This is an optimization exercise on Yosys and OpenROAD, whose aim is small area, a short achievable clock period and few clock cycles per item, not a production implementation. RTL that was checked went through simulation tests only; none was proved equivalent to the original. No functional check of the RTL was part of runs 4 to 7. Power is estimated from default activity; no workload was simulated.

## flow/run.sh

```bash
#!/bin/bash
# synth_recipe.tcl (not shown) runs the flow's synth.tcl, then flattens the netlist and writes it again
# the make line also repeats each setting of config.mk as NAME=value (left out here)
make -C /OpenROAD-flow-scripts/flow DESIGN_CONFIG=/design/flow/config.mk WORK_HOME=/design/flow/orfs CLKGATE_MAP_FILE= SYNTH_SCRIPT=/design/flow/synth_recipe.tcl finish
```

## flow/config.mk

```make
export PLATFORM = sky130hd
export DESIGN_NAME = frame_buffer_pool_manager_top
export DESIGN_NICKNAME = frame_buffer_pool_manager_top
export VERILOG_FILES = /design/flow/design.v
export SDC_FILE = /design/flow/constraint.sdc
export NUM_CORES = 4
export LEC_CHECK = 0
export CAP_MARGIN = 20
export CORE_MARGIN = 2
export CORE_UTILIZATION = 40
export SETUP_SLACK_MARGIN = 3.0
export SLEW_MARGIN = 20
```

## flow/constraint.sdc

```tcl
create_clock -name core_clock -period 6.0 [get_ports {clk}]
set_input_delay 1.2000 -clock core_clock [delete_from_list [all_inputs] [get_ports {clk}]]
set_output_delay 1.2000 -clock core_clock [all_outputs]
set_load 0.01 [all_outputs]
```

## flow/design.v

```verilog
`default_nettype none
package fbpm_pkg;
    localparam logic [2:0] ACT_PAINT      = 3'd0;
    localparam logic [2:0] ACT_CONSUME    = 3'd1;
    localparam logic [2:0] ACT_RETURN     = 3'd2;
    localparam logic [2:0] ACT_CLEAR_PEND = 3'd3;
    localparam logic [2:0] ACT_RESET_POOL = 3'd4;
endpackage
`default_nettype wire
`default_nettype none
import fbpm_pkg::*;
module fbpm_ctrl
(
    input  wire logic        clk,
    input  wire logic        rst_n,
    input  wire logic        start,
    output logic             busy,
    input  wire logic [34:0] request,
    output logic             v,       
    output logic             pn,      
    output logic             ps,      
    output logic             cs,      
    output logic             rt,      
    output logic             cl,      
    output logic             rp,      
    output logic [1:0]       idx
);
    logic [2:0]  act;
    logic [14:0] w;
    logic [14:0] h;
    logic [14:0] alloc_w;
    logic [14:0] alloc_h;
    logic        size_diff;
    logic        is_paint;
    logic        is_reset;
    assign busy      = 1'b0;
    assign act       = request[34:32];
    assign w         = request[31:17];
    assign h         = request[16:2];
    assign size_diff = (w != alloc_w) || (h != alloc_h);
    assign is_paint  = (act == ACT_PAINT);
    assign is_reset  = (act == ACT_RESET_POOL);
    always_ff @(posedge clk or negedge rst_n)
    begin
        if (!rst_n)
        begin
            alloc_w <= '0;
            alloc_h <= '0;
        end
        else if (start)
        begin
            if (is_paint)
            begin
                alloc_w <= w;
                alloc_h <= h;
            end
            else if (is_reset)
            begin
                alloc_w <= '0;
                alloc_h <= '0;
            end
        end
    end
    always_ff @(posedge clk)
    begin
        v   <= start;
        pn  <= start && is_paint && size_diff;
        ps  <= start && is_paint && !size_diff;
        cs  <= start && (act == ACT_CONSUME);
        rt  <= start && (act == ACT_RETURN);
        cl  <= start && (act == ACT_CLEAR_PEND);
        rp  <= start && is_reset;
        idx <= request[1:0];
    end
endmodule
`default_nettype wire
`default_nettype none
module fbpm_datapath
(
    input  wire logic        clk,
    input  wire logic        rst_n,
    input  wire logic        v,
    input  wire logic        pn,
    input  wire logic        ps,
    input  wire logic        cs,
    input  wire logic        rt,
    input  wire logic        cl,
    input  wire logic        rp,
    input  wire logic [1:0]  idx,
    output logic             done,
    output logic [44:0]      result
);
    logic [1:0]  free_stack  [4];
    logic [2:0]  free_top;
    logic [1:0]  flight_list [4];
    logic [2:0]  flight_count;
    logic        ready_flag;
    logic [1:0]  ready_slot;
    logic        ready_zero;
    logic [31:0] paint_gen;
    logic [31:0] uploaded_gen;
    logic        gen_gt;
    logic        acc_q;
    logic        gen_nz_q;
    logic        repl_q;
    logic        reinit_q;
    logic [1:0]  free_stack_n  [4];
    logic [2:0]  free_top_n;
    logic [1:0]  flight_list_n [4];
    logic [2:0]  flight_count_n;
    logic        ready_flag_n;
    logic [1:0]  ready_slot_n;
    logic        ready_zero_n;
    logic [31:0] paint_gen_n;
    logic [31:0] uploaded_gen_n;
    logic        gen_gt_n;
    logic [2:0]  top_m1;
    logic [2:0]  fl_m1;
    logic        ready_hit;
    logic        idx_hit;
    logic        fl_hit;
    logic [1:0]  fl_pos;
    logic [1:0]  pop_entry;
    logic [1:0]  fl_last;
    logic        has_free;
    logic        grant_pop;
    logic        grant_paint;
    logic        grant_cons;
    logic        push_ready;
    logic        ret_push;
    logic        ret_fl;
    logic        append;
    logic        gen_eq;
    assign top_m1    = free_top - 3'd1;
    assign fl_m1     = flight_count - 3'd1;
    assign pop_entry = free_stack[top_m1[1:0]];
    assign fl_last   = flight_list[fl_m1[1:0]];
    assign has_free  = (free_top != 3'd0);
    assign gen_eq    = (paint_gen == uploaded_gen);
    always_comb
    begin
        ready_hit = 1'b0;
        idx_hit   = 1'b0;
        fl_hit    = 1'b0;
        fl_pos    = '0;
        for (int i = 0; i < 4; i++)
        begin
            if ((3'(i) < top_m1) && (free_stack[i] == ready_slot))
                ready_hit = 1'b1;
            if ((3'(i) < free_top) && (free_stack[i] == idx))
                idx_hit = 1'b1;
        end
        for (int i = 3; i >= 0; i--)
        begin
            if ((3'(i) < flight_count) && (flight_list[i] == idx))
            begin
                fl_hit = 1'b1;
                fl_pos = 2'(i);
            end
        end
    end
    assign grant_pop   = ps && has_free;
    assign grant_paint = ps && (has_free || ready_flag);
    assign grant_cons  = cs && ready_flag && gen_gt;
    assign push_ready  = grant_pop && ready_flag && !ready_hit;
    assign ret_push    = rt && !idx_hit && !free_top[2];
    assign ret_fl      = rt && fl_hit;
    assign append      = grant_cons && !flight_count[2];
    always_comb
    begin
        for (int i = 0; i < 4; i++)
        begin
            free_stack_n[i] = free_stack[i];
            if (pn)
                free_stack_n[i] = 2'(i);
            else if (push_ready && (2'(i) == top_m1[1:0]))
                free_stack_n[i] = ready_slot;
            else if (ret_push && (2'(i) == free_top[1:0]))
                free_stack_n[i] = idx;
        end
        if (pn)
            free_top_n = 3'd3;
        else if (rp)
            free_top_n = 3'd0;
        else if (grant_pop && !push_ready)
            free_top_n = top_m1;
        else if (ret_push)
            free_top_n = free_top + 3'd1;
        else
            free_top_n = free_top;
        for (int i = 0; i < 4; i++)
        begin
            flight_list_n[i] = flight_list[i];
            if (append && (2'(i) == flight_count[1:0]))
                flight_list_n[i] = ready_slot;
            else if (ret_fl && (2'(i) == fl_pos))
                flight_list_n[i] = fl_last;
        end
        if (pn || rp)
            flight_count_n = 3'd0;
        else if (append)
            flight_count_n = flight_count + 3'd1;
        else if (ret_fl)
            flight_count_n = fl_m1;
        else
            flight_count_n = flight_count;
        if (pn || grant_paint)
            ready_flag_n = 1'b1;
        else if (grant_cons || rp)
            ready_flag_n = 1'b0;
        else
            ready_flag_n = ready_flag;
        if (pn)
            ready_slot_n = 2'd3;
        else if (grant_pop)
            ready_slot_n = pop_entry;
        else
            ready_slot_n = ready_slot;
        if (pn || grant_paint)
            ready_zero_n = 1'b0;
        else if (rt && (idx == ready_slot))
            ready_zero_n = 1'b1;
        else
            ready_zero_n = ready_zero;
        if (pn)
            paint_gen_n = 32'd1;
        else if (rp)
            paint_gen_n = 32'd0;
        else
            paint_gen_n = paint_gen + {31'd0, grant_paint};
        if (pn || rp || (grant_cons && ready_zero))
            uploaded_gen_n = 32'd0;
        else if (cl || grant_cons)
            uploaded_gen_n = paint_gen;
        else
            uploaded_gen_n = uploaded_gen;
        if (pn)
            gen_gt_n = 1'b1;
        else if (rp || cl)
            gen_gt_n = 1'b0;
        else if (grant_cons)
            gen_gt_n = ready_zero;
        else if (grant_paint)
            gen_gt_n = (paint_gen != 32'hffff_ffff) && (gen_gt || gen_eq);
        else
            gen_gt_n = gen_gt;
    end
    always_ff @(posedge clk or negedge rst_n)
    begin
        if (!rst_n)
        begin
            free_top     <= '0;
            flight_count <= '0;
            ready_flag   <= 1'b0;
            paint_gen    <= '0;
            uploaded_gen <= '0;
            gen_gt       <= 1'b0;
            done         <= 1'b0;
        end
        else
        begin
            free_top     <= free_top_n;
            flight_count <= flight_count_n;
            ready_flag   <= ready_flag_n;
            paint_gen    <= paint_gen_n;
            uploaded_gen <= uploaded_gen_n;
            gen_gt       <= gen_gt_n;
            done         <= v;
        end
    end
    always_ff @(posedge clk)
    begin
        for (int i = 0; i < 4; i++)
        begin
            free_stack[i]  <= free_stack_n[i];
            flight_list[i] <= flight_list_n[i];
        end
        ready_slot <= ready_slot_n;
        ready_zero <= ready_zero_n;
        acc_q      <= pn || grant_paint || grant_cons;
        gen_nz_q   <= pn || grant_paint || (grant_cons && !ready_zero);
        repl_q     <= ps && ready_flag;
        reinit_q   <= pn;
    end
    assign result = {acc_q,
                     ready_slot & {2{acc_q}},
                     paint_gen & {32{gen_nz_q}},
                     repl_q,
                     reinit_q,
                     free_top,
                     ready_flag,
                     flight_count,
                     ready_flag && gen_gt};
endmodule
`default_nettype wire
`default_nettype none
module frame_buffer_pool_manager_top
(
    input  wire logic        clk,
    input  wire logic        rst_n,
    input  wire logic        start,
    output logic             busy,
    input  wire logic [34:0] request,
    output logic             done,
    output logic [44:0]      result
);
    logic       v;
    logic       pn;
    logic       ps;
    logic       cs;
    logic       rt;
    logic       cl;
    logic       rp;
    logic [1:0] idx;
    fbpm_ctrl u_ctrl (
        .clk     (clk),
        .rst_n   (rst_n),
        .start   (start),
        .busy    (busy),
        .request (request),
        .v       (v),
        .pn      (pn),
        .ps      (ps),
        .cs      (cs),
        .rt      (rt),
        .cl      (cl),
        .rp      (rp),
        .idx     (idx)
    );
    fbpm_datapath u_datapath (
        .clk     (clk),
        .rst_n   (rst_n),
        .v       (v),
        .pn      (pn),
        .ps      (ps),
        .cs      (cs),
        .rt      (rt),
        .cl      (cl),
        .rp      (rp),
        .idx     (idx),
        .done    (done),
        .result  (result)
    );
endmodule
`default_nettype wire
```

==> results of run 1 <==
layer usage:
metal,track usage (%),routed length [um],vias to the layer above
li1,-,-,2678
met1,23.77,7698,2666
met2,31.87,8530,129
met3,4.053,787,21
met4,5.532,239,0
met5,0,0,-
layout by cell type (no fill, tap or decap), drive strengths merged, types with 25 or more instances in the layout:
cell type      count
nand2             94
xor2              60
clkdlybuf4s50     82
and2              39
nor2              42
a22o              32
o21ai             50
xnor2             56
clkbuf            25
dfrtp            103
cell families (layout without fill, tap and decap cells):
logic type / count (synthesis) / in the layout / synth area share (%)
AOI/OAI and AO/OA: 133 / 133 / 13.01
xor gates and xnor gates: 116 / 116 / 14.19
adders and majority gates: 17 / 17 / 2.948
buffers and inverters: 66 / 140 / 4.492
DFF: 135 / 135 / 45.72
muxes: 7 / 7 / 1.006
other: 1 / 1 / 0.05198
and+or+nand+nor: 266 / 266 / 18.59
through the flow:
stage,hold slack (ps),cells,cell area (um^2)
floorplan,316.3,741,7214
global placement,324.4,1009,8114
detailed placement,333.8,1009,8114
CTS,341.0,1041,8703
global route,347.5,1044,8730
finish,336.7,1044,8730
state kept, by name, summed over array words and instances, names as in the netlist, 2 cells and up:
register                 cells
u_datapath.flight_list       8
u_datapath.ready_slot        2
u_ctrl.alloc_w              15
u_datapath.paint_gen        32
u_ctrl.idx                   2
u_datapath.free_top          3
u_datapath.free_stack        8
u_datapath.uploaded_gen     32
u_ctrl.alloc_h              15
u_datapath.flight_count      3
worst min-delay path by stage:
stage,to,from,slack (ps)
global route,u_datapath.done,u_ctrl.v,350
finish,u_datapath.done,u_ctrl.v,340
floorplan,u_datapath.done,u_ctrl.v,320
CTS,u_datapath.done,u_ctrl.v,340
detailed placement,u_datapath.done,u_ctrl.v,330
global placement,u_datapath.done,u_ctrl.v,320
power by group through the flow:
stage | clock [mW] | combinational [mW] | sequential [mW]
floorplan | 0 | 0.336 | 1.09
global placement | 0 | 0.488 | 1.11
detailed placement | 0 | 0.496 | 1.11
CTS | 1.02 | 0.500 | 1.10
global route | 1.07 | 0.575 | 1.11
finish | 1.00 | 0.516 | 1.10
layout make-up:
type	instances	area, um^2	share of cell area [%]
clock buffers	25	506.7	5.805
clock inverters	7	66.31	0.7596
inverters	17	63.81	0.7310
multi-input cells	540	3613	41.39
flip-flops and latches	135	3304	37.85
well taps	229	286.5	3.282
repair buffers	91	888.4	10.18
timing repair:
item,4_1_cts,5_1_grt
resized for setup,6,2
endpoints found under the setup margin,35,13
hold buffers,0,0
buffers inserted,0,3
==> impl_metrics.env, run 1 <==
export IMPL_synth_top_cell_area_share_pct=35.73
export IMPL_p_sw_share_pct=28.54
export IMPL_synth_fp_nets=796
export IMPL_ys_warn_count=6
export IMPL_worst_pin_slew_ps=973.2
export IMPL_leakagePower_nw=3.761
export IMPL_setup_viol=0
export IMPL_grt_start_max_net_pins=54
export IMPL_worstSetupPathType="register to output port"
export IMPL_drtIter0Drc=283
export IMPL_fmax_ghz=0.3421
export IMPL_ir_drop_mv=0.2206
export IMPL_die_h_um=138.3
export IMPL_area_growth_synth_to_final_pct=21.00
export IMPL_r2r_cells=10
export IMPL_power_density_nw_per_um2=299.2
export IMPL_crit_path_start="u_datapath.ready_slot[0]"
export IMPL_wirelength_mm=17.26
export IMPL_grt_pass1_wl_mm=28.87
export IMPL_hp_class="register to register"
export IMPL_ioPinCount=85
export IMPL_path_buf_inv=1
export IMPL_required_ps=4800
export IMPL_ys_types=64
export IMPL_cts_tree="done"
export IMPL_slowest_delay_ps=590
export IMPL_hpwlAfterDp_mm=12.18
export IMPL_numCtsBuffers=17
export IMPL_portBuffers=83
export IMPL_core_area_um2=17840
export IMPL_fin_crit_sh_pct=48.72
export IMPL_whs_path_depth=0
export IMPL_rows=49
export IMPL_slew_headroom_pct=35.05
export IMPL_drc=0
export IMPL_critPathArrivalTime_ps=1720
export IMPL_synth_area_per_cell_um2=9.736
export IMPL_clock_sinks=135
export IMPL_start_util_pct=40.44
export IMPL_clockRootBuffer="clkbuf_16"
export IMPL_clk_latency_ps=420
export IMPL_synthFlopType="dfrtp_1"
export IMPL_critPathMaxFanout=9
export IMPL_rsz0062_at_grt="no"
export IMPL_yosysMostFrequentCell="dfrtp_1"
export IMPL_grt_overflow_total=0
export IMPL_pre_cts_ws_ps=2780
export IMPL_p_sw_uw=745.5
export IMPL_crit_path_end="result[42]"
export IMPL_die_area_um2=19130
export IMPL_slew_viol_final=0
export IMPL_reg2reg_from="u_datapath.free_top[1]"
export IMPL_diodes=0
export IMPL_synth_area_leaders="dfrtp_1 36%, xor2_1 7.3%, xnor2_1 6.7%"
export IMPL_seq_power_share_pct=41.9
export IMPL_die_x_um=138.3
export IMPL_layout_setup_ws_ps=3077
export IMPL_first_pass_iters=6
export IMPL_combPwrFrac_pct=19.8
export IMPL_drive_above_1_share_pct=7.853
export IMPL_syn_area_um2=7214
export IMPL_wl_per_cell_um=16.53
export IMPL_final_util_pct=48.93
export IMPL_clockPowerShare_pct=38.3
export IMPL_synth_async_sr_flop_share_pct=76.30
export IMPL_cts_max_level=4
export IMPL_antenna_found_initial=0
export IMPL_grtUsageTotal_pct=18.63
export IMPL_worstReg2RegEnd="u_datapath.paint_gen[18]"
export IMPL_clkTransAtPathRegs_ps=50
export IMPL_ys_top_cells_by_count="103 x dfrtp_1, 94 x nand2_1, 60 x xor2_1"
export IMPL_rrSetupSlack_ps=3220
export IMPL_synth_seq_cells=135
export IMPL_grt_pass1_vias=5654
export IMPL_path_depth=2
export IMPL_maxCapViolations=0
export IMPL_routed_via_density=5.262
export IMPL_cts_buffer_depth=2
export IMPL_cp_end_kind="output port"
export IMPL_crit_slowest_cell="dfxtp_1"
export IMPL_vias=5494
export IMPL_nets=857
export IMPL_path_cells="and2_1, clkdlybuf4s50_1"
export IMPL_synth_cells=741
export IMPL_hold_viol_final=0
export IMPL_gp_congestion=0.9087
export IMPL_clock_skew_ps=5.938
export IMPL_ant_nets=0
export IMPL_finalCriticalPeriod_ps=2923
export IMPL_fill_cells=1623
export IMPL_p_total_mw=2.612
export IMPL_status="finished clean"
export IMPL_startpoint_type="register"
export IMPL_yosysSeqAreaShare_pct=45.72
export IMPL_yosys_area_top_type="dfrtp_1"
export IMPL_synth_edff_count=8
export IMPL_p_int_mw=1.866
export IMPL_crit_family="flip-flops"
export IMPL_setup_tns_ps=0
Testbench counts, summed over its fixed seeds: cycles 9,616, items 9,600.
==> run 2: changes to the inputs <==
--- a/flow/config.mk
+++ b/flow/config.mk
@@ -9,4 +9,4 @@
 export CORE_MARGIN = 2
 export CORE_UTILIZATION = 40
-export SETUP_SLACK_MARGIN = 3.0
+export SETUP_SLACK_MARGIN = 3.8
 export SLEW_MARGIN = 20
==> run 2 against run 1 <==
  * Routed wire length rose by 16%
  * Worst setup slack improved by 470 ps
  * Power rose by 11%
  * Still clean on timing, DRC and antenna
  * Highest routed layer unchanged
  * Critical path type unchanged
  * Final cell count rose by 7.0%
  * Via count rose by 8.8%
  * Utilization rose by 6.7 points
  * Critical endpoint is now result[10]
==> impl_metrics.env, run 2 <==
export IMPL_hp_class="register to register"
export IMPL_synth_top_cell_area_share_pct=35.73
export IMPL_nets=930
export IMPL_route_met2_wl_mm=9.677
export IMPL_cts_buffer_depth=2
export IMPL_synth_edff_count=8
export IMPL_layout_common_cells="90 x nand2_1, 72 x dfrtp_1, 60 x xor2_1, 57 x buf_6, 55 x buf_4"
export IMPL_area_growth_synth_to_final_pct=37.58
export IMPL_layout_commonest_cell="nand2_1"
export IMPL_rrSetupSlack_ps=3640
export IMPL_rsz0062_at_grt="yes"
export IMPL_finalCriticalPeriod_ps=2457
export IMPL_synth_area_leaders="dfrtp_1 36%, xor2_1 7.3%, xnor2_1 6.7%"
export IMPL_synth_cells=741
export IMPL_vias=5976
export IMPL_core_area_um2=17840
export IMPL_critPathArrivalTime_ps=1260
export IMPL_portBuffers=83
export IMPL_cts_max_level=4
export IMPL_clock_skew_ps=8.072
export IMPL_grt_start_max_net_pins=72
export IMPL_cts_tree="done"
export IMPL_ant_nets=0
export IMPL_slew_headroom_pct=54.46
export IMPL_die_area_um2=19130
export IMPL_ioPinCount=85
export IMPL_fin_crit_sh_pct=40.94
export IMPL_grt_overflow_total=0
export IMPL_power_density_nw_per_um2=292.7
export IMPL_start_util_pct=40.44
export IMPL_ys_top_cells_by_count="103 x dfrtp_1, 94 x nand2_1, 60 x xor2_1"
export IMPL_final_util_pct=55.64
export IMPL_hpwlAfterDp_mm=12.00
export IMPL_grt_pass1_vias=5917
export IMPL_wirelength_mm=19.97
export IMPL_grtUsageTotal_pct=20.26
export IMPL_drive_above_1_share_pct=36.04
export IMPL_routed_via_density=5.350
export IMPL_synth_seq_cells=135
export IMPL_largestRegisters="u_datapath.paint_gen: 32 flops, u_datapath.uploaded_gen: 32 flops"
export IMPL_synth_area_per_cell_um2=9.736
export IMPL_wl_per_cell_um=17.88
export IMPL_first_pass_iters=5
export IMPL_dr_wl_met3_mm=1.091
export IMPL_numCtsBuffers=17
export IMPL_setup_viol=0
export IMPL_slew_viol_final=0
export IMPL_maxCapViolations=0
export IMPL_dr_max_layer_used="met4"
export IMPL_synth_fp_nets=796
export IMPL_diodes=0
export IMPL_drc=0
export IMPL_startpoint_type="register"
export IMPL_ys_types=64
export IMPL_worstSetupPathType="register to output port"
export IMPL_die_h_um=138.3
export IMPL_gp_congestion=0.8801
export IMPL_fmax_ghz=0.4071
export IMPL_leakagePower_nw=4.390
export IMPL_m1WireLength_mm=8.850
export IMPL_cp_end_kind="output port"
export IMPL_fill_cells=1527
export IMPL_hold_viol_final=0
export IMPL_grt_pass1_wl_mm=31.28
export IMPL_clock_sinks=135
export IMPL_yosys_area_top_type="dfrtp_1"
export IMPL_synth_async_sr_flop_share_pct=76.30
export IMPL_clk_latency_ps=420
export IMPL_antenna_found_initial=0
export IMPL_worst_pin_slew_ps=683.1
export IMPL_yosysMostFrequentCell="dfrtp_1"
export IMPL_setup_tns_ps=0
export IMPL_synthFlopType="dfrtp_1"
export IMPL_ctsHoldBuffers=0
export IMPL_ys_warn_count=6
export IMPL_clkTransAtPathRegs_ps=60
export IMPL_syn_area_um2=7214
export IMPL_drtIter0Drc=379
export IMPL_yosysSeqAreaShare_pct=45.72
export IMPL_die_x_um=138.3
export IMPL_required_ps=4800
export IMPL_critPathMaxFanout=8
export IMPL_status="finished clean"
export IMPL_rows=49
export IMPL_clockRootBuffer="clkbuf_16"
export IMPL_ir_drop_mv=0.2405
run 2: cell counts after synthesis:
No cell type changed its count.
run 2: cell families (layout without fill, tap and decap cells):
logic type | count (synthesis) | in the layout | synth area share [%]
fa+ha+maj | 17 | 17 | 2.948
simple gates | 266 | 267 | 18.59
compound gates | 133 | 133 | 13.01
buf+inv | 66 | 212 | 4.492
mux | 7 | 7 | 1.006
xor+xnor | 116 | 116 | 14.19
flops | 135 | 135 | 45.72
other cells | 1 | 1 | 0.05198
run 2: critical path: stages, from the launching register on:
cell       delay (ps)
dfxtp_4           420
clkbuf_16         180
and2_4            140
buf_6              90
run 2: final cells by class:
| type | count | area, um^2 | area share, % |
|---|---|---|---|
| multi-input combinational | 541 | 4109 | 41.40 |
| sequential | 135 | 3353 | 33.78 |
| timing repair buffer | 162 | 1510 | 15.21 |
| clock buffer | 18 | 439.2 | 4.425 |
| tap | 229 | 286.5 | 2.887 |
| clock inverter | 14 | 143.9 | 1.450 |
| inverter | 17 | 76.32 | 0.7689 |
| timing repair inverter | 1 | 7.507 | 0.07563 |
run 2: power breakdown:
part | internal (mW) | total [mW] | switching [mW]
clock network | 0.592 | 1.02 | 0.431
registers | 0.998 | 1.08 | 0.0834
logic | 0.390 | 0.801 | 0.411
run 2: what timing repair did:
action	4_1_cts	5_1_grt
endpoints found under the hold margin	0	0
resized for setup	309	152
pin swaps	37	60
gates cloned	2	2
buffers inserted	58	14
endpoints found under the setup margin	154	146
run 2: final timing paths:
path,startpoint,to,cells after the start
max,u_datapath.gen_nz_q,result[10],3
min,u_ctrl.v,u_datapath.done,0
max reg2reg,u_datapath.free_top[0],u_datapath.paint_gen[14],10
min reg2reg,u_ctrl.v,u_datapath.done,0
max in group asynchronous,rst_n,u_datapath.paint_gen[5],2
min in group asynchronous,rst_n,u_datapath.paint_gen[10],1
run 2: metrics by stage:
step | hold slack [ps] | power, mW | cells | setup slack, ps | instance area (um^2)
2_1_floorplan | 316.3 | 1.440 | 741 | 3482 | 7273
3_3_place_gp | 324.3 | 1.614 | 1009 | 3092 | 8172
3_5_place_dp | 324.7 | 1.633 | 1009 | 3063 | 8172
4_1_cts | 332.5 | 2.833 | 1101 | 3479 | 9351
5_1_grt | 340.8 | 3.036 | 1117 | 3496 | 9926
6_report | 328.9 | 2.905 | 1117 | 3543 | 9926
run 2: routing by layer:
layer / vias up / track usage, %
met5: - / 0
met4: 0 / 6.445
met3: 25 / 5.369
met1: 2936 / 26.85
li1: 2828 / -
met2: 187 / 32.57
==> run 3: changes to the inputs <==
--- a/flow/config.mk
+++ b/flow/config.mk
@@ -9,4 +9,3 @@
 export CORE_MARGIN = 2
 export CORE_UTILIZATION = 40
-export SETUP_SLACK_MARGIN = 3.8
 export SLEW_MARGIN = 20
==> run 3 against run 2 <==
  * Worst hold slack better by 7.7 ps
  * Critical path depth fell by 1
  * Sequential share of layout area up 4.2 points
  * Combinational power down 38%
  * Routed wire length is 14% lower
  * Clock power is essentially flat
  * Flip-flop and latch count unchanged
  * Clock-buffer cell count up 7
  * Clock skew is 2.3 ps lower
  * Die area is the same
  * Largest power group unchanged
==> impl_metrics.env, run 3 <==
export IMPL_status="finished clean"
export IMPL_synth_area_leaders="dfrtp_1 36%, xor2_1 7.3%, xnor2_1 6.7%"
export IMPL_grt_start_max_net_pins=54
export IMPL_slew_viol_final=0
export IMPL_layout_common_cells="103 x dfrtp_1, 94 x nand2_1, 82 x clkdlybuf4s50_1, 60 x xor2_1, 55 x xnor2_1"
export IMPL_routed_via_density=5.270
export IMPL_setup_viol=0
export IMPL_cts_buffer_depth=2
export IMPL_vias=5486
export IMPL_synth_simple_area_share_pct=18.59
export IMPL_hold_viol_final=0
export IMPL_layout_commonest_cell="dfrtp_1"
export IMPL_rrSetupSlack_ps=2730
export IMPL_ctsHoldBuffers=0
export IMPL_required_ps=4800
export IMPL_wl_per_cell_um=16.57
export IMPL_drtIter0Drc=354
export IMPL_synth_compound_area_share_pct=13.01
export IMPL_fmax_ghz=0.3046
export IMPL_r2r_cells=10
export IMPL_synth_edff_count=8
export IMPL_reg2reg_from="u_datapath.free_top[0]"
export IMPL_drive_above_1_share_pct=6.650
export IMPL_clockRootBuffer="clkbuf_16"
export IMPL_yosysMostFrequentCell="dfrtp_1"
export IMPL_start_util_pct=40.44
export IMPL_maxCapViolations=0
export IMPL_post_cts_resize_count=0
export IMPL_synth_top_family_by_area="simple AND/OR/NAND/NOR gates"
export IMPL_slew_headroom_pct=35.06
export IMPL_synth_async_sr_flop_share_pct=76.30
export IMPL_portBuffers=83
export IMPL_synth_cells=741
export IMPL_worst_pin_slew_ps=973.0
export IMPL_whs_path_depth=0
export IMPL_antenna_found_initial=0
export IMPL_ys_types=64
export IMPL_cts_max_level=4
export IMPL_ir_drop_mv=0.2198
export IMPL_ant_nets=0
export IMPL_die_area_um2=19130
export IMPL_clock_sinks=135
export IMPL_synth_seq_cells=135
export IMPL_hp_start="u_ctrl.v"
export IMPL_area_growth_synth_to_final_pct=20.41
export IMPL_power_density_nw_per_um2=298.8
export IMPL_grt_pass1_wl_mm=28.84
export IMPL_cts_tree="done"
export IMPL_clock_skew_ps=5.749
export IMPL_ys_warn_count=6
export IMPL_min_to="u_datapath.done"
export IMPL_largestRegisters="u_datapath.paint_gen: 32 flops, u_datapath.uploaded_gen: 32 flops"
export IMPL_fin_crit_sh_pct=54.71
export IMPL_synth_area_mux_share_pct=1.006
export IMPL_p_total_mw=2.596
export IMPL_hpwlAfterDp_mm=12.18
export IMPL_clk_latency_ps=420
export IMPL_yosys_area_top_type="dfrtp_1"
export IMPL_ys_top_cells_by_count="103 x dfrtp_1, 94 x nand2_1, 60 x xor2_1"
export IMPL_cp_end_kind="output port"
export IMPL_worstSetupPathType="register to output port"
export IMPL_critPathArrivalTime_ps=2080
export IMPL_wirelength_mm=17.25
export IMPL_die_h_um=138.3
export IMPL_synth_area_per_cell_um2=9.736
export IMPL_startpoint_type="register"
export IMPL_synth_xor_area_share_pct=14.19
export IMPL_critPathMaxFanout=32
export IMPL_gp_congestion=0.9087
export IMPL_post_cts_buffers=0
export IMPL_first_pass_iters=5
export IMPL_synth_top_cell_area_share_pct=35.73
export IMPL_numCtsBuffers=17
export IMPL_hp_class="register to register"
export IMPL_synth_adder_area_share_pct=2.948
export IMPL_rows=49
export IMPL_grt_overflow_total=0
export IMPL_setup_tns_ps=0
export IMPL_rsz0062_at_grt="no"
export IMPL_grtUsageTotal_pct=18.60
export IMPL_drc=0
export IMPL_diodes=0
export IMPL_syn_area_um2=7214
export IMPL_synthFlopType="dfrtp_1"
export IMPL_synth_fp_nets=796
export IMPL_core_area_um2=17840
export IMPL_nets=854
export IMPL_clkTransAtPathRegs_ps=60
export IMPL_ioPinCount=85
export IMPL_leakagePower_nw=3.747
export IMPL_grt_pass1_vias=5669
export IMPL_worstReg2RegEnd="u_datapath.paint_gen[18]"
export IMPL_finalCriticalPeriod_ps=3282
export IMPL_yosysSeqAreaShare_pct=45.72
export IMPL_die_x_um=138.3
run 3: power breakdown:
part,internal (mW),total [mW],switching [mW]
registers,0.995,1.10,0.102
clock network,0.625,0.999,0.374
logic,0.232,0.499,0.267
total,1.85,2.60,0.743
run 3: layout make-up:
type | instances | area [um^2]
fill | 1623 | 9154
multi-input combinational | 540 | 3600
sequential | 135 | 3298
timing repair buffer | 88 | 865.8
clock buffer | 25 | 506.7
tap | 229 | 286.5
clock inverter | 7 | 66.31
inverter | 17 | 63.81
run 3: logic make-up (layout without fill, tap and decap cells):
family / Yosys count / count (layout)
other cells: 1 / 1
mux: 7 / 7
buf+inv: 66 / 137
fa+ha+maj: 17 / 17
simple gates: 266 / 266
flops: 135 / 135
xor+xnor: 116 / 116
compound gates: 133 / 133
run 3: worst max-delay path by stage:
stage                                           to                   start  depth (start not counted)
final                                   result[41]     u_datapath.gen_nz_q                          2
after global routing      u_datapath.paint_gen[18]  u_datapath.free_top[0]                         10
after CTS                               result[41]     u_datapath.gen_nz_q                          2
after detailed placement  u_datapath.paint_gen[18]  u_datapath.free_top[0]                         10
after global placement    u_datapath.paint_gen[14]  u_datapath.free_top[0]                         10
after floorplan           u_datapath.paint_gen[14]  u_datapath.free_top[0]                         11
run 3: metrics by stage:
step | utilization (%) | area, um^2 | hold WS, ps | instances | worst slack [ps]
after floorplan | - | 7214 | 316.3 | 741 | 3114
after global placement | 45.48 | 8114 | 324.4 | 1009 | 2974
after detailed placement | 45.48 | 8114 | 333.8 | 1009 | 2780
after CTS | 48.69 | 8687 | 341.0 | 1041 | 2620
after global routing | 48.69 | 8687 | 347.5 | 1041 | 2511
final | 48.69 | 8687 | 336.7 | 1041 | 2718
run 3: critical path: stages, from the launching register on:
cell	delay, ps
dfxtp_1	840
and2_1	280
clkdlybuf4s50_1	550
run 3: layer usage:
| layer | wire length, um | track usage (%) |
|---|---|---|
| met1 | 7723 | 23.64 |
| met5 | 0 | 0 |
| met2 | 8554 | 31.84 |
| met3 | 705 | 4.053 |
| met4 | 264 | 5.747 |
==> run 4: changes to the inputs <==
--- a/flow/design.v
+++ b/flow/design.v
@@ -101,4 +101,5 @@
     logic [31:0] uploaded_gen;
     logic        gen_gt;
+    logic        gens_zero;
     logic        acc_q;
     logic        gen_nz_q;
@@ -115,4 +116,6 @@
     logic [31:0] uploaded_gen_n;
     logic        gen_gt_n;
+    logic        gens_zero_n;
+    logic [31:0] paint_gen_inc;
     logic [2:0]  top_m1;
     logic [2:0]  fl_m1;
@@ -138,4 +141,5 @@
     assign has_free  = (free_top != 3'd0);
     assign gen_eq    = (paint_gen == uploaded_gen);
+    assign paint_gen_inc = paint_gen + 32'd1;
     always_comb
     begin
@@ -223,11 +227,11 @@
         else
             ready_zero_n = ready_zero;
-        if (pn)
+        if (pn || (grant_paint && gens_zero))
             paint_gen_n = 32'd1;
-        else if (rp)
-            paint_gen_n = 32'd0;
+        else if (grant_paint)
+            paint_gen_n = paint_gen_inc;
         else
-            paint_gen_n = paint_gen + {31'd0, grant_paint};
-        if (pn || rp || (grant_cons && ready_zero))
+            paint_gen_n = paint_gen;
+        if (pn || (grant_paint && gens_zero) || (grant_cons && ready_zero))
             uploaded_gen_n = 32'd0;
         else if (cl || grant_cons)
@@ -235,12 +239,19 @@
         else
             uploaded_gen_n = uploaded_gen;
+        if (rp)
+            gens_zero_n = 1'b1;
+        else if (pn || grant_paint)
+            gens_zero_n = 1'b0;
+        else
+            gens_zero_n = gens_zero;
         if (pn)
             gen_gt_n = 1'b1;
-        else if (rp || cl)
+        else if (cl)
             gen_gt_n = 1'b0;
         else if (grant_cons)
             gen_gt_n = ready_zero;
         else if (grant_paint)
-            gen_gt_n = (paint_gen != 32'hffff_ffff) && (gen_gt || gen_eq);
+            gen_gt_n = gens_zero ||
+                       ((paint_gen != 32'hffff_ffff) && (gen_gt || gen_eq));
         else
             gen_gt_n = gen_gt;
@@ -253,7 +264,5 @@
             flight_count <= '0;
             ready_flag   <= 1'b0;
-            paint_gen    <= '0;
-            uploaded_gen <= '0;
-            gen_gt       <= 1'b0;
+            gens_zero    <= 1'b1;
             done         <= 1'b0;
         end
@@ -263,7 +272,5 @@
             flight_count <= flight_count_n;
             ready_flag   <= ready_flag_n;
-            paint_gen    <= paint_gen_n;
-            uploaded_gen <= uploaded_gen_n;
-            gen_gt       <= gen_gt_n;
+            gens_zero    <= gens_zero_n;
             done         <= v;
         end
@@ -271,4 +278,7 @@
     always_ff @(posedge clk)
     begin
+        paint_gen    <= paint_gen_n;
+        uploaded_gen <= uploaded_gen_n;
+        gen_gt       <= gen_gt_n;
         for (int i = 0; i < 4; i++)
         begin
==> flow/flow/run.sh (new file) <==
#!/bin/bash
# Standard layout, with the ports buffered by buf_2 cells.
export BUFFER_PORTS_ARGS="-buffer_cell sky130_fd_sc_hd__buf_2"
bash standard.sh > standard.log 2>&1
==> flow/standard.sh (new file) <==
#!/bin/bash
# synth_recipe.tcl (not shown) runs the flow's synth.tcl, then flattens the netlist and writes it again
# the make line also repeats each setting of config.mk as NAME=value (left out here)
make -C /OpenROAD-flow-scripts/flow DESIGN_CONFIG=/design/flow/config.mk WORK_HOME=/design/flow/orfs CLKGATE_MAP_FILE= SYNTH_SCRIPT=/design/flow/synth_recipe.tcl "${@:-finish}"
--- a/flow/config.mk
+++ b/flow/config.mk
@@ -9,3 +9,4 @@
 export CORE_MARGIN = 2
 export CORE_UTILIZATION = 40
+export SETUP_SLACK_MARGIN = 3.6
 export SLEW_MARGIN = 20
removed: flow/run.sh
==> run 4 against run 3 <==
  * Still clean on timing, DRC and antenna
  * Design area is 1.6% higher
  * Critical path depth is 1 higher
  * Routed wire length is 4.3% higher
  * Clock power is 15% higher
==> impl_metrics.env, run 4 <==
export IMPL_met2_usage_pct=29.99
export IMPL_synth_top_cell_area_share_pct=24.53
export IMPL_layout_common_cells="155 x nand2_1, 75 x dfxtp_1, 64 x xnor2_1, 54 x xor2_1, 53 x buf_2"
export IMPL_die_h_um=138.7
export IMPL_ant_nets=0
export IMPL_stdcell_area_um2=8825
export IMPL_layout_commonest_cell="nand2_1"
export IMPL_vias=5732
export IMPL_area_growth_synth_to_final_pct=21.52
export IMPL_status="finished clean"
export IMPL_slew_headroom_pct=33.29
export IMPL_seq_power_share_pct=39.7
export IMPL_grt_pass1_wl_mm=29.75
export IMPL_whs_ps=330.6
export IMPL_regArea_um2=3032
export IMPL_multi_input_area_um2=4069
export IMPL_synth_cells=823
export IMPL_fmax_ghz=0.4059
export IMPL_finalCriticalPeriod_ps=2464
export IMPL_yosysMostFrequentCell="nand2_1"
export IMPL_hold_viol_final=0
export IMPL_clk_latency_ps=420
export IMPL_clkTransAtPathRegs_ps=60
export IMPL_synth_fp_nets=877
export IMPL_use_met3_pct=5.559
export IMPL_clock_skew_ps=6.792
export IMPL_rsz0062_at_grt="yes"
export IMPL_fin_cells=1126
export IMPL_synth_area_leaders="dfxtp_1 25%, dfrtp_1 13%, nand2_1 8.0%"
export IMPL_clock_sinks=136
export IMPL_ys_types=75
export IMPL_routed_via_density=5.091
export IMPL_use_met1_pct=25.79
export IMPL_ir_drop_mv=0.2085
export IMPL_path_cells="buf_8, and2_4, buf_6"
export IMPL_numCtsBuffers=17
export IMPL_busiest_layer="met2"
export IMPL_crit_slowest_cell="dfxtp_4"
export IMPL_hpwlAfterDp_mm=11.75
export IMPL_yosysSeqAreaShare_pct=41.30
export IMPL_die_area_um2=19250
export IMPL_maxCapViolations=0
export IMPL_layout_setup_ws_ps=3536
export IMPL_fin_crit_sh_pct=41.06
export IMPL_p_total_mw=2.804
export IMPL_power_density_nw_per_um2=317.8
export IMPL_cts_buffer_depth=2
export IMPL_critPathMaxFanout=8
export IMPL_critPathArrivalTime_ps=1260
export IMPL_placedCellCount=1082
export IMPL_slowest_delay_ps=430
export IMPL_drtIter0Drc=379
export IMPL_clockPowerShare_pct=41.0
export IMPL_p_sw_uw=784.3
export IMPL_combPwrFrac_pct=19.4
export IMPL_placed_area_um2=7692
export IMPL_nets=937
export IMPL_gp_congestion=0.8456
export IMPL_largestRegisters="u_datapath.paint_gen: 32 flops, u_datapath.uploaded_gen: 32 flops"
export IMPL_drive_above_1_share_pct=23.21
export IMPL_wl_per_cell_um=15.98
export IMPL_antenna_found_initial=3
export IMPL_hp_class="register to register"
export IMPL_cp_end_kind="output port"
export IMPL_syn_area_um2=7262
export IMPL_rrSetupSlack_ps=3770
export IMPL_worst_pin_slew_ps=999.5
export IMPL_startpoint_type="register"
export IMPL_worstSetupPathType="register to output port"
export IMPL_cts_max_level=4
export IMPL_drc=0
export IMPL_p_sw_share_pct=27.97
export IMPL_ioPinCount=85
export IMPL_portBuffers=83
export IMPL_ys_top_cells_by_count="155 x nand2_1, 89 x dfxtp_1, 64 x xnor2_1"
export IMPL_leakagePower_nw=3.699
export IMPL_grt_start_max_net_pins=64
export IMPL_die_x_um=138.7
export IMPL_core_area_um2=17900
export IMPL_setup_tns_ps=0
export IMPL_p_int_mw=2.020
export IMPL_yosys_area_top_type="dfxtp_1"
export IMPL_start_util_pct=40.56
export IMPL_grt_overflow_total=0
export IMPL_wirelength_mm=17.99
export IMPL_first_pass_iters=5
export IMPL_pre_cts_ws_ps=3207
export IMPL_synth_area_per_cell_um2=8.824
export IMPL_required_ps=4800
export IMPL_setup_viol=0
export IMPL_rows=49
export IMPL_synth_async_sr_flop_share_pct=28.68
export IMPL_grt_pass1_vias=5585
export IMPL_fill_cells=1675
export IMPL_slew_viol_final=0
export IMPL_synth_edff_count=8
export IMPL_grtUsageTotal_pct=19.17
export IMPL_synth_seq_cells=136
export IMPL_ys_warn_count=6
export IMPL_synthFlopType="dfxtp_1"
export IMPL_cts_tree="done"
export IMPL_final_util_pct=49.29
export IMPL_clockRootBuffer="clkbuf_16"
run 4: cell types whose count changed after synthesis, moves of 4 or more:
cell     change
a22o_1      -32
nand3_1      +4
o21ai_0      -6
nand2_1     +61
or3_1        -4
dfrtp_1     -65
xor2_1       -6
a21oi_2      +5
nor3_1       -4
a21oi_1     +28
dfxtp_1     +65
xnor2_1      +9
run 4: metal layers:
metal  vias up  part of all wire (%)
met1      2662                    47
met5         -                 0.039
met3        22                   6.1
met2       137                    45
met4         2                   1.4
li1       2909                     -
run 4: worst paths after layout:
path,from,to,cells after the start
hold reg to reg,u_ctrl.v,u_datapath.done,0
setup / recovery,u_datapath.gen_nz_q,result[16],3
max in group asynchronous,rst_n,u_datapath.ready_flag,1
hold / removal,u_ctrl.v,u_datapath.done,0
min in group asynchronous,rst_n,u_ctrl.alloc_h[1],1
setup reg to reg,u_datapath.free_top[1],u_datapath.free_top[2],8
run 4: layout make-up:
cell class	instances	area share (%)
multi-input combinational	618	46.11
antenna	1	0.02836
timing repair buffer	94	8.209
tap	229	3.247
clock buffer	23	5.416
clock inverter	9	1.928
sequential	136	34.35
inverter	16	0.7089
run 4: worst max-delay path: cells and delay by family, from the launching register on:
| family | cells | cell delay, ps |
|---|---|---|
| AND/OR/NAND/NOR | 1 | 150 |
| buffers and inverters | 2 | 260 |
| flip-flops | 1 | 430 |
run 4: power by group through the flow:
stage / Sequential [mW] / Combinational [mW] / Clock, mW
3_5_place_dp: 1.13 / 0.494 / 0
5_1_grt: 1.13 / 0.617 / 1.21
3_3_place_gp: 1.12 / 0.486 / 0
6_report: 1.11 / 0.543 / 1.15
4_1_cts: 1.11 / 0.529 / 1.17
2_1_floorplan: 1.09 / 0.379 / 0
run 4: cells by family (layout without fill, tap and decap cells):
family | after synthesis | in the layout | share of synthesized area, %
AND/OR/NAND/NOR | 344 | 344 | 24.22
flip-flops | 136 | 136 | 41.30
AO/OA/AOI/OAI | 127 | 130 | 11.20
XOR/XNOR | 118 | 118 | 14.23
buffers and inverters | 72 | 142 | 4.910
adder cells (fa/ha/maj) | 16 | 16 | 2.757
multiplexers | 9 | 9 | 1.327
other | 1 | 2 | 0.05164
run 4: timing repair:
| action | CTS | global route |
|---|---|---|
| pin swaps | 0 | 2 |
| setup endpoints to repair | 94 | 92 |
| gates cloned | 4 | 0 |
| buffers inserted | 6 | 1 |
| resized for setup | 34 | 68 |
| hold buffers | 0 | 0 |
==> run 5: changes to the inputs <==
--- a/flow/config.mk
+++ b/flow/config.mk
@@ -9,4 +9,6 @@
 export CORE_MARGIN = 2
 export CORE_UTILIZATION = 40
+export CTS_BUF_LIST = sky130_fd_sc_hd__clkbuf_8
+export CTS_CLUSTER_SIZE = 30
 export SETUP_SLACK_MARGIN = 3.6
 export SLEW_MARGIN = 20
==> run 5 against run 4 <==
  * Critical path depth unchanged
  * Highest routed layer unchanged
  * Clock-buffer cell count down 3
  * Largest cell class unchanged
  * Register-to-register slack worse by 80 ps
  * Clock skew up 3.4 ps
  * Synthesized cell count unchanged
  * Clock power down 25%
==> impl_metrics.env, run 5 <==
export IMPL_status="finished clean"
export IMPL_clkTransAtPathRegs_ps=70
export IMPL_die_x_um=138.7
export IMPL_syn_area_um2=7262
export IMPL_fin_crit_sh_pct=40.78
export IMPL_largestRegisters="u_datapath.paint_gen: 32 flops, u_datapath.uploaded_gen: 32 flops"
export IMPL_maxCapViolations=0
export IMPL_clock_sinks=136
export IMPL_portBuffers=83
export IMPL_grt_overflow_total=0
export IMPL_gp_congestion=0.8456
export IMPL_hpwlAfterDp_mm=11.75
export IMPL_clk_latency_ps=450
export IMPL_first_pass_iters=6
export IMPL_synth_edff_count=8
export IMPL_layout_commonest_cell="nand2_1"
export IMPL_rows=49
export IMPL_setup_viol=0
export IMPL_setup_tns_ps=0
export IMPL_grtUsageTotal_pct=18.88
export IMPL_ys_types=75
export IMPL_yosysSeqAreaShare_pct=41.30
export IMPL_whs_ps=332.3
export IMPL_start_util_pct=40.56
export IMPL_synth_seq_cells=136
export IMPL_critPathMaxFanout=16
export IMPL_ir_drop_mv=0.1442
export IMPL_worst_pin_slew_ps=989.2
export IMPL_hold_viol_final=0
export IMPL_hp_class="register to register"
export IMPL_slew_viol_final=0
export IMPL_synth_top_cell_area_share_pct=24.53
export IMPL_leakagePower_nw=3.637
export IMPL_numCtsBuffers=17
export IMPL_ys_top_cells_by_count="155 x nand2_1, 89 x dfxtp_1, 64 x xnor2_1"
export IMPL_clockRootBuffer="clkbuf_8"
export IMPL_critPathArrivalTime_ps=1250
export IMPL_worstSetupPathType="register to output port"
export IMPL_cts_buffer_depth=2
export IMPL_drive_above_1_share_pct=24.12
export IMPL_ioPinCount=85
export IMPL_wirelength_mm=17.74
export IMPL_rsz0062_at_grt="yes"
export IMPL_synth_simple_area_share_pct=24.22
export IMPL_drc=0
export IMPL_grt_pass1_wl_mm=29.32
export IMPL_stdcell_area_um2=8592
export IMPL_nets=945
export IMPL_ctsHoldBuffers=0
export IMPL_required_ps=4800
export IMPL_area_growth_synth_to_final_pct=18.31
export IMPL_rrSetupSlack_ps=3690
export IMPL_crit_path_end="result[16]"
export IMPL_ant_nets=0
export IMPL_grt_start_max_net_pins=64
export IMPL_clock_skew_ps=10.19
export IMPL_layout_common_cells="155 x nand2_1, 67 x buf_2, 64 x xnor2_1, 64 x dfxtp_1, 54 x xor2_1"
export IMPL_yosysMostFrequentCell="nand2_1"
export IMPL_cp_end_kind="output port"
export IMPL_worstReg2RegEnd="u_datapath.free_top[2]"
export IMPL_drtIter0Drc=337
export IMPL_die_h_um=138.7
export IMPL_synth_area_leaders="dfxtp_1 25%, dfrtp_1 13%, nand2_1 8.0%"
export IMPL_wl_per_cell_um=15.65
export IMPL_synth_fp_nets=877
export IMPL_synth_area_mux_share_pct=1.327
export IMPL_slew_headroom_pct=33.98
export IMPL_synth_top_family_by_area="simple AND/OR/NAND/NOR gates"
export IMPL_r2r_cells=8
export IMPL_startpoint_type="register"
export IMPL_fmax_ghz=0.4087
export IMPL_reg2reg_from="u_datapath.free_top[1]"
export IMPL_routed_via_density=5.083
export IMPL_synth_cells=823
export IMPL_final_util_pct=47.99
export IMPL_synth_async_sr_flop_share_pct=28.68
export IMPL_synth_xor_area_share_pct=14.23
export IMPL_vias=5764
export IMPL_ys_warn_count=6
export IMPL_p_total_mw=2.565
export IMPL_synth_adder_area_share_pct=2.757
export IMPL_cts_max_level=4
export IMPL_placed_area_um2=7692
export IMPL_power_density_nw_per_um2=298.5
export IMPL_yosys_area_top_type="dfxtp_1"
export IMPL_crit_path_start="u_datapath.gen_nz_q"
export IMPL_synth_compound_area_share_pct=11.20
export IMPL_synthFlopType="dfxtp_1"
export IMPL_antenna_found_initial=2
export IMPL_synth_area_per_cell_um2=8.824
export IMPL_fill_cells=1712
export IMPL_grt_pass1_vias=5551
export IMPL_core_area_um2=17900
export IMPL_finalCriticalPeriod_ps=2447
export IMPL_die_area_um2=19250
export IMPL_cts_tree="done"
run 5: timing repair:
| action | CTS | global route |
|---|---|---|
| pin swaps | 1 | 3 |
| buffers inserted | 7 | 9 |
| gates cloned | 3 | 0 |
| resized for setup | 70 | 23 |
| endpoints found under the setup margin | 92 | 79 |
run 5: how the worst min path moves through the flow:
stage	startpoint	end	slack (ps)	cells past startpoint
global placement	u_ctrl.v	u_datapath.done	320	0
global route	u_ctrl.v	u_datapath.done	340	0
finish	u_ctrl.v	u_datapath.done	330	0
floorplan	u_ctrl.v	u_datapath.done	320	0
CTS	u_ctrl.v	u_datapath.done	340	0
detailed placement	u_ctrl.v	u_datapath.done	320	0
run 5: stage by stage:
step / std cells / worst slack, ps
after floorplan: 823 / 3656
after global placement: 1082 / 3333
after detailed placement: 1082 / 3207
after CTS: 1124 / 3530
after global routing: 1133 / 3489
final: 1134 / 3553
run 5: metal layers:
layer / GRT usage, % / part of all wire (%)
met1: 25.59 / 48
met2: 29.36 / 45
met3: 5.732 / 6.1
met4: 5.369 / 0.94
met5: 0 / 0.039
run 5: area by class of cell:
class / count / area, um^2 / area share [%]
Antenna cell: 1 / 2.502 / 0.02912
Clock buffer: 20 / 275.3 / 3.204
Clock inverter: 12 / 181.4 / 2.112
Inverter: 16 / 66.31 / 0.7718
Multi-Input combinational cell: 618 / 4053 / 47.17
Sequential cell: 136 / 3045 / 35.44
Tap cell: 229 / 286.5 / 3.335
Timing Repair Buffer: 102 / 681.9 / 7.937
run 5: kinds of logic after synthesis:
logic type / count (synthesis)
and+or+nand+nor: 344
adders and majority gates: 16
muxes: 9
AOI/OAI and AO/OA: 127
other: 1
buffers and inverters: 72
DFF: 136
xor gates and xnor gates: 118
run 5: worst max-delay path, stage by stage, from the launching register on:
cell     delay [ps]
dfxtp_4         370
buf_12          140
and2_1          150
buf_2           130
run 5: power by group:
part | switching (mW) | leakage (nW) | internal (mW)
clock network | 0.346 | 0.246 | 0.521
logic | 0.309 | 2.09 | 0.281
registers | 0.107 | 1.30 | 1.00
==> run 6: changes to the inputs <==
==> flow/run.sh (new file) <==
#!/bin/bash
# synth_recipe.tcl (not shown) runs the flow's synth.tcl, then flattens the netlist and writes it again
# the make line also repeats each setting of config.mk as NAME=value (left out here)
make -C /OpenROAD-flow-scripts/flow DESIGN_CONFIG=/design/flow/config.mk WORK_HOME=/design/flow/orfs CLKGATE_MAP_FILE= SYNTH_SCRIPT=/design/flow/synth_recipe.tcl finish
--- a/flow/config.mk
+++ b/flow/config.mk
@@ -9,6 +9,4 @@
 export CORE_MARGIN = 2
 export CORE_UTILIZATION = 40
-export CTS_BUF_LIST = sky130_fd_sc_hd__clkbuf_8
-export CTS_CLUSTER_SIZE = 30
 export SETUP_SLACK_MARGIN = 3.6
 export SLEW_MARGIN = 20
removed: flow/flow/run.sh
removed: flow/standard.sh
==> run 6 against run 5 <==
  * Still clean on timing, DRC and antenna
  * Power is 7.6% higher
  * Global-route usage hardly changed
  * Utilization is 3.8 points higher
  * Clock skew is 3.9 ps lower
  * Synthesized cell count stayed put
  * Maximum frequency is 3.5% lower
  * Critical endpoint is now result[14]
  * Largest power group unchanged
  * Highest routed layer is now met4
==> impl_metrics.env, run 6 <==
export IMPL_status="finished clean"
export IMPL_setup_tns_ps=0
export IMPL_crit_top_cell="buf_6"
export IMPL_gp_congestion=0.8274
export IMPL_vias=5841
export IMPL_largestRegisters="u_datapath.paint_gen: 32 flops, u_datapath.uploaded_gen: 32 flops"
export IMPL_finalCriticalPeriod_ps=2536
export IMPL_synth_top_cell_area_share_pct=24.53
export IMPL_yosysMostFrequentCell="nand2_1"
export IMPL_ant_nets=0
export IMPL_rsz0062_at_grt="yes"
export IMPL_die_h_um=138.7
export IMPL_power_density_nw_per_um2=297.8
export IMPL_ys_top_cells_by_count="155 x nand2_1, 89 x dfxtp_1, 64 x xnor2_1"
export IMPL_ir_drop_mv=0.2097
export IMPL_maxCapViolations=0
export IMPL_layout_common_cells="154 x nand2_1, 67 x dfxtp_1, 64 x xnor2_1, 52 x xor2_1, 43 x o21ai_0"
export IMPL_r2r_cells=8
export IMPL_synth_area_mux_share_pct=1.327
export IMPL_critPathArrivalTime_ps=1340
export IMPL_yosys_area_top_type="dfxtp_1"
export IMPL_first_pass_iters=5
export IMPL_synth_compound_area_share_pct=11.20
export IMPL_required_ps=4800
export IMPL_diodes=0
export IMPL_setup_viol=0
export IMPL_die_area_um2=19250
export IMPL_drive_above_1_share_pct=22.12
export IMPL_hold_viol_final=0
export IMPL_grt_pass1_wl_mm=29.21
export IMPL_cts_tree="done"
export IMPL_rows=49
export IMPL_wl_per_cell_um=15.96
export IMPL_synthFlopType="dfxtp_1"
export IMPL_crit_slowest_cell="dfxtp_4"
export IMPL_whs_ps=326.8
export IMPL_clk_latency_ps=420
export IMPL_nets=954
export IMPL_grt_overflow_total=0
export IMPL_worstSetupPathType="register to output port"
export IMPL_startpoint_type="register"
export IMPL_rrSetupSlack_ps=3690
export IMPL_cp_end_kind="output port"
export IMPL_fin_crit_sh_pct=42.27
export IMPL_hpwlAfterDp_mm=11.67
export IMPL_grtUsageTotal_pct=18.92
export IMPL_whs_path_depth=0
export IMPL_hp_class="register to register"
export IMPL_ys_types=75
export IMPL_syn_area_um2=7262
export IMPL_crit_path_end="result[14]"
export IMPL_routed_via_density=5.115
export IMPL_drc=0
export IMPL_fmax_ghz=0.3943
export IMPL_critPathMaxFanout=5
export IMPL_slew_viol_final=0
export IMPL_cts_buffer_depth=2
export IMPL_synth_edff_count=8
export IMPL_ctsHoldBuffers=0
export IMPL_clock_sinks=136
export IMPL_cts_max_level=4
export IMPL_synth_adder_area_share_pct=2.757
export IMPL_path_depth=4
export IMPL_path_cells="buf_6, buf_6, and2_4, buf_6"
export IMPL_crit_path_start="u_datapath.gen_nz_q"
export IMPL_worst_pin_slew_ps=905.3
export IMPL_reg2reg_from="u_datapath.free_top[0]"
export IMPL_path_buf_inv=3
export IMPL_synth_area_leaders="dfxtp_1 25%, dfrtp_1 13%, nand2_1 8.0%"
export IMPL_ys_warn_count=6
export IMPL_clock_skew_ps=6.249
export IMPL_portBuffers=83
export IMPL_drtIter0Drc=431
export IMPL_synth_simple_area_share_pct=24.22
export IMPL_synth_area_per_cell_um2=8.824
export IMPL_synth_seq_cells=136
export IMPL_synth_top_family_by_area="simple AND/OR/NAND/NOR gates"
export IMPL_core_area_um2=17900
export IMPL_yosysSeqAreaShare_pct=41.30
export IMPL_wirelength_mm=18.22
export IMPL_layout_commonest_cell="nand2_1"
export IMPL_grt_start_max_net_pins=46
export IMPL_synth_xor_area_share_pct=14.23
export IMPL_slew_headroom_pct=39.64
export IMPL_grt_pass1_vias=5529
export IMPL_synth_cells=823
export IMPL_crit_family="flip-flops"
export IMPL_clockRootBuffer="clkbuf_16"
export IMPL_worstReg2RegEnd="u_datapath.uploaded_gen[2]"
export IMPL_die_x_um=138.7
export IMPL_numCtsBuffers=17
export IMPL_antenna_found_initial=0
export IMPL_leakagePower_nw=3.916
export IMPL_ioPinCount=85
export IMPL_synth_fp_nets=877
export IMPL_synth_async_sr_flop_share_pct=28.68
export IMPL_slowest_delay_ps=400
export IMPL_clkTransAtPathRegs_ps=60
export IMPL_start_util_pct=40.56
export IMPL_final_util_pct=51.80
export IMPL_area_growth_synth_to_final_pct=27.69
## run 6: kinds of logic (layout without fill, tap and decap cells)
group	Yosys count	in the layout
adders and majority gates	16	16
AOI/OAI and AO/OA	127	130
and+or+nand+nor	344	344
muxes	9	9
buffers and inverters	72	159
xor gates and xnor gates	118	118
DFF	136	136
other	1	1
## run 6: area by class of cell
cell class                 instances  area [um^2]
sequential                       136         3043
fill                            1657         8630
multi-input combinational        618         4126
tap                              229        286.5
clock buffer                      28        569.3
inverter                          16        67.56
timing repair buffer             110         1146
timing repair inverter             1        7.507
clock inverter                     4        26.28
## run 6: repair_timing
item                                    CTS  global route
buffers inserted                         17             5
endpoints found under the hold margin     0             0
cloned                                    2             4
pin swaps                                 0             9
gates resized for setup                 172           120
endpoints found under the setup margin  140           105
## run 6: worst register-to-register path: stages (launching register included)
cell and delay (ps):
dfrtp_2 440, clkinvlp_4 160, ha_4 220, or3b_1 400
and2_2 280, nand2_4 110, nand2_8 160, a21o_4 340
a21oi_1 130
## run 6: per-layer routing
layer | GRT usage [%] | routed length (um)
met1 | 25.82 | 8899
met2 | 28.95 | 8037
met3 | 4.834 | 916
met4 | 7.283 | 367
met5 | 0 | 0
## run 6: how the worst min path moves through the flow
stage                   from         endpoint  slack, ps
global route        u_ctrl.v  u_datapath.done        330
floorplan           u_ctrl.v  u_datapath.done        320
finish              u_ctrl.v  u_datapath.done        330
global placement    u_ctrl.v  u_datapath.done        320
detailed placement  u_ctrl.v  u_datapath.done        320
CTS                 u_ctrl.v  u_datapath.done        330
## run 6: power by group
group,switching [mW],internal (mW),leakage [nW]
registers,0.0810,1.00,1.30
logic,0.340,0.310,2.32
clock network,0.384,0.644,0.293
total,0.804,1.96,3.92
## run 6: stage by stage
step / setup WS, ps / total power, mW / instance area (um^2) / cells
detailed placement: 3046 / 1.646 / 8103 / 1082
finish: 3464 / 2.761 / 9273 / 1142
floorplan: 3656 / 1.474 / 7262 / 823
CTS: 3397 / 2.737 / 8956 / 1133
global route: 3420 / 2.906 / 9273 / 1142
global placement: 3049 / 1.640 / 8103 / 1082
==> run 7: changes to the inputs <==
==> flow/flow/run.sh (new file) <==
#!/bin/bash
# The standard layout, with these ORFS settings changed:
export BUFFER_PORTS_ARGS="-buffer_cell sky130_fd_sc_hd__buf_2"
export CTS_ARGS="-sink_clustering_enable -repair_clock_nets -dont_use_dummy_load -buf_list sky130_fd_sc_hd__clkbuf_8 -sink_clustering_size 30 -sink_clustering_max_diameter 60"
bash standard.sh > standard.log 2>&1
==> flow/standard.sh (new file) <==
#!/bin/bash
# synth_recipe.tcl (not shown) runs the flow's synth.tcl, then flattens the netlist and writes it again
# the make line also repeats each setting of config.mk as NAME=value (left out here)
make -C /OpenROAD-flow-scripts/flow DESIGN_CONFIG=/design/flow/config.mk WORK_HOME=/design/flow/orfs CLKGATE_MAP_FILE= SYNTH_SCRIPT=/design/flow/synth_recipe.tcl "${@:-finish}"
--- a/flow/config.mk
+++ b/flow/config.mk
@@ -9,4 +9,4 @@
 export CORE_MARGIN = 2
 export CORE_UTILIZATION = 40
-export SETUP_SLACK_MARGIN = 3.6
+export SETUP_SLACK_MARGIN = 3.9
 export SLEW_MARGIN = 20
removed: flow/run.sh
==> run 7 against run 6 <==
  * Area after synthesis stayed put
  * Clock skew rose by 18 ps
  * Sequential share of layout area up 1.5 points
  * Worst hold slack better by 15 ps
  * Design area shrank 3.9%
  * First-iteration DRC count grew 17%
  * Utilization shrank 2.0 points
  * Global-route usage grew 0.24 points
  * Flip-flop and latch count unchanged
  * Routed wire length increased by 3.0%
  * Critical endpoint is now result[38]
  * Largest power group unchanged
==> impl_metrics.env, run 7 <==
export IMPL_hpwlAfterDp_mm=11.50
export IMPL_clkTransAtPathRegs_ps=70
export IMPL_synth_xor_area_share_pct=14.23
export IMPL_nets=980
export IMPL_critPathArrivalTime_ps=1230
export IMPL_clk_latency_ps=450
export IMPL_ys_warn_count=6
export IMPL_whs_ps=342.2
export IMPL_fin_crit_sh_pct=40.53
export IMPL_syn_area_um2=7262
export IMPL_die_area_um2=19250
export IMPL_die_x_um=138.7
export IMPL_layout_commonest_cell="nand2_1"
export IMPL_synth_area_mux_share_pct=1.327
export IMPL_antenna_found_initial=0
export IMPL_slew_headroom_pct=40.86
export IMPL_worst_pin_slew_ps=887.1
export IMPL_fmax_ghz=0.4112
export IMPL_seq_power_share_pct=44.3
export IMPL_synthFlopType="dfxtp_1"
export IMPL_placed_area_um2=7725
export IMPL_m1WireLength_mm=9.000
export IMPL_clockPowerShare_pct=22.6
export IMPL_wl_per_cell_um=16.28
export IMPL_grt_overflow_total=0
export IMPL_p_total_mw=2.475
export IMPL_synth_area_leaders="dfxtp_1 25%, dfrtp_1 13%, nand2_1 8.0%"
export IMPL_hold_viol_final=0
export IMPL_ctsHoldBuffers=0
export IMPL_drive_above_1_share_pct=29.98
export IMPL_critPathMaxFanout=10
export IMPL_synth_adder_area_share_pct=2.757
export IMPL_leakagePower_nw=3.734
export IMPL_wirelength_mm=18.77
export IMPL_fin_cells=1153
export IMPL_drtIter0Drc=504
export IMPL_synth_top_cell_area_share_pct=24.53
export IMPL_ys_types=75
export IMPL_gp_congestion=0.8711
export IMPL_worstSetupPathType="register to output port"
export IMPL_ant_nets=0
export IMPL_setup_viol=0
export IMPL_routed_via_density=5.173
export IMPL_yosysMostFrequentCell="nand2_1"
export IMPL_synth_async_sr_flop_share_pct=28.68
export IMPL_grtUsageTotal_pct=19.17
export IMPL_final_util_pct=49.76
export IMPL_dr_max_layer_used="met4"
export IMPL_grt_pass1_wl_mm=29.56
export IMPL_layout_setup_ws_ps=3568
export IMPL_clock_sinks=136
export IMPL_cts_tree="done"
export IMPL_pre_cts_ws_ps=3384
export IMPL_grt_start_max_net_pins=40
export IMPL_diodes=0
export IMPL_synth_edff_count=8
export IMPL_synth_cells=823
export IMPL_area_growth_synth_to_final_pct=22.66
export IMPL_status="finished clean"
export IMPL_p_sw_share_pct=32.50
export IMPL_cts_buffer_depth=2
export IMPL_finalCriticalPeriod_ps=2432
export IMPL_clock_skew_ps=24.01
export IMPL_yosysSeqAreaShare_pct=41.30
export IMPL_placedCellCount=1081
export IMPL_largestRegisters="u_datapath.paint_gen: 32 flops, u_datapath.uploaded_gen: 32 flops"
export IMPL_first_pass_iters=5
export IMPL_rsz0062_at_grt="yes"
export IMPL_power_density_nw_per_um2=277.8
export IMPL_p_int_mw=1.670
export IMPL_start_util_pct=40.56
export IMPL_synth_top_family_by_area="simple AND/OR/NAND/NOR gates"
export IMPL_ys_top_cells_by_count="155 x nand2_1, 89 x dfxtp_1, 64 x xnor2_1"
export IMPL_numCtsBuffers=17
export IMPL_route_met2_wl_mm=8.383
export IMPL_drc=0
export IMPL_stdcell_area_um2=8907
export IMPL_clockRootBuffer="clkbuf_8"
export IMPL_core_area_um2=17900
export IMPL_synth_simple_area_share_pct=24.22
export IMPL_synth_fp_nets=877
export IMPL_synth_seq_cells=136
export IMPL_yosys_area_top_type="dfxtp_1"
export IMPL_portBuffers=83
export IMPL_combPwrFrac_pct=33.1
export IMPL_rows=49
export IMPL_slew_viol_final=0
export IMPL_ir_drop_mv=0.1472
export IMPL_p_sw_uw=804.4
export IMPL_startpoint_type="register"
export IMPL_die_h_um=138.7
export IMPL_dr_wl_met3_mm=1.017
export IMPL_synth_compound_area_share_pct=11.20
export IMPL_cts_max_level=4
export IMPL_required_ps=4800
export IMPL_layout_common_cells="152 x nand2_1, 66 x buf_2, 64 x xnor2_1, 60 x dfxtp_1, 51 x xor2_1"
export IMPL_ioPinCount=85
export IMPL_setup_tns_ps=0
export IMPL_vias=5964
export IMPL_maxCapViolations=0
export IMPL_hp_class="register to register"
export IMPL_cp_end_kind="output port"
export IMPL_synth_area_per_cell_um2=8.824
export IMPL_grt_pass1_vias=5426
==> run 7: power groups by stage <==
stage	clock network [mW]	logic [mW]	registers, mW
6_report	0.560	0.820	1.10
3_3_place_gp	0	0.500	1.13
5_1_grt	0.609	0.890	1.10
2_1_floorplan	0	0.398	1.10
4_1_cts	0.570	0.715	1.09
3_5_place_dp	0	0.507	1.13
==> run 7: cell type report <==
class / count / area, um^2
Timing Repair Buffer: 135 / 989.7
Inverter: 16 / 76.32
Fill cell: 1712 / 8995
Tap cell: 229 / 286.5
Clock buffer: 17 / 234.0
Multi-Input combinational cell: 620 / 4262
Sequential cell: 136 / 3059
==> run 7: cells by family (layout without fill, tap and decap cells) <==
| group | count (synthesis) | after routing |
|---|---|---|
| other cells | 1 | 1 |
| buf+inv | 72 | 168 |
| simple gates | 344 | 346 |
| flops | 136 | 136 |
| compound gates | 127 | 130 |
| fa+ha+maj | 16 | 16 |
| mux | 9 | 9 |
| xor+xnor | 118 | 118 |
==> run 7: path summary, 6_finish.rpt <==
path	start	end	slack [ps]	cells after the start
setup / recovery	u_datapath.gen_nz_q	result[38]	3570	3
hold / removal	u_ctrl.v	u_datapath.done	340	0
setup reg to reg	u_datapath.free_top[2]	u_datapath.free_top[2]	3820	8
hold reg to reg	u_ctrl.v	u_datapath.done	340	0
max in group asynchronous	rst_n	u_datapath.free_top[0]	4490	1
min in group asynchronous	rst_n	u_ctrl.alloc_h[3]	880	1
==> run 7: routing by layer <==
layer,vias up,track usage [%]
met2,184,28.22
met5,-,0
met1,2769,27.46
met4,0,7.496
li1,2981,-
met3,30,4.213
==> run 7: repair_timing <==
item                                    4_1_cts  5_1_grt
resized for setup                            84       63
endpoints found under the setup margin      129      113
pin swaps                                    11       21
buffers inserted                             30       20
gates cloned                                  4        1
==> run 7: worst max-delay path, stage by stage, from the launching register on <==
cell,delay (ps)
dfxtp_4,360
buf_12,140
and2_1,160
buf_2,140

-- static timing again, ports no longer ideal --
In the flow no input, the clock included, has a driving cell. The finished layouts below were timed again as built, in two steps. Step 1 (the two cells are an assumption about what drives the block):
set clk [get_ports {clk}]
set_driving_cell -lib_cell sky130_fd_sc_hd__clkbuf_16 $clk
set_driving_cell -lib_cell sky130_fd_sc_hd__buf_2 [delete_from_list [all_inputs] $clk]
Step 2 times the ports against the registers' clock, not the clock port: input delays grow and output delays shrink by t, the midpoint of the rising clock arrivals with the driver on. Slacks: no drivers / after step 1 / after step 2; pairs: no drivers / after step 1.
| run | t (ns) | setup WS [ns] | worst setup path after step 2 |
|---|---|---|---|
| run 1 | 0.458 | 3.077 / 3.035 / 3.017 | input to register |
| run 2 | 0.461 | 3.543 / 3.498 / 3.437 | input to register |
| run 3 | 0.456 | 2.718 / 2.676 / 2.731 | register to register |
| run 4 | 0.465 | 3.536 / 3.491 / 3.333 | input to register |
| run 5 | 0.486 | 3.553 / 3.512 / 3.338 | input to register |
| run 6 | 0.464 | 3.464 / 3.421 / 3.220 | input to register |
| run 7 | 0.478 | 3.568 / 3.529 / 3.533 | input to register |
After both steps every run listed still meets setup and hold. The setup slack of run 6, which loses most, moves by -0.043 ns with the drivers and by -0.244 ns with both steps.
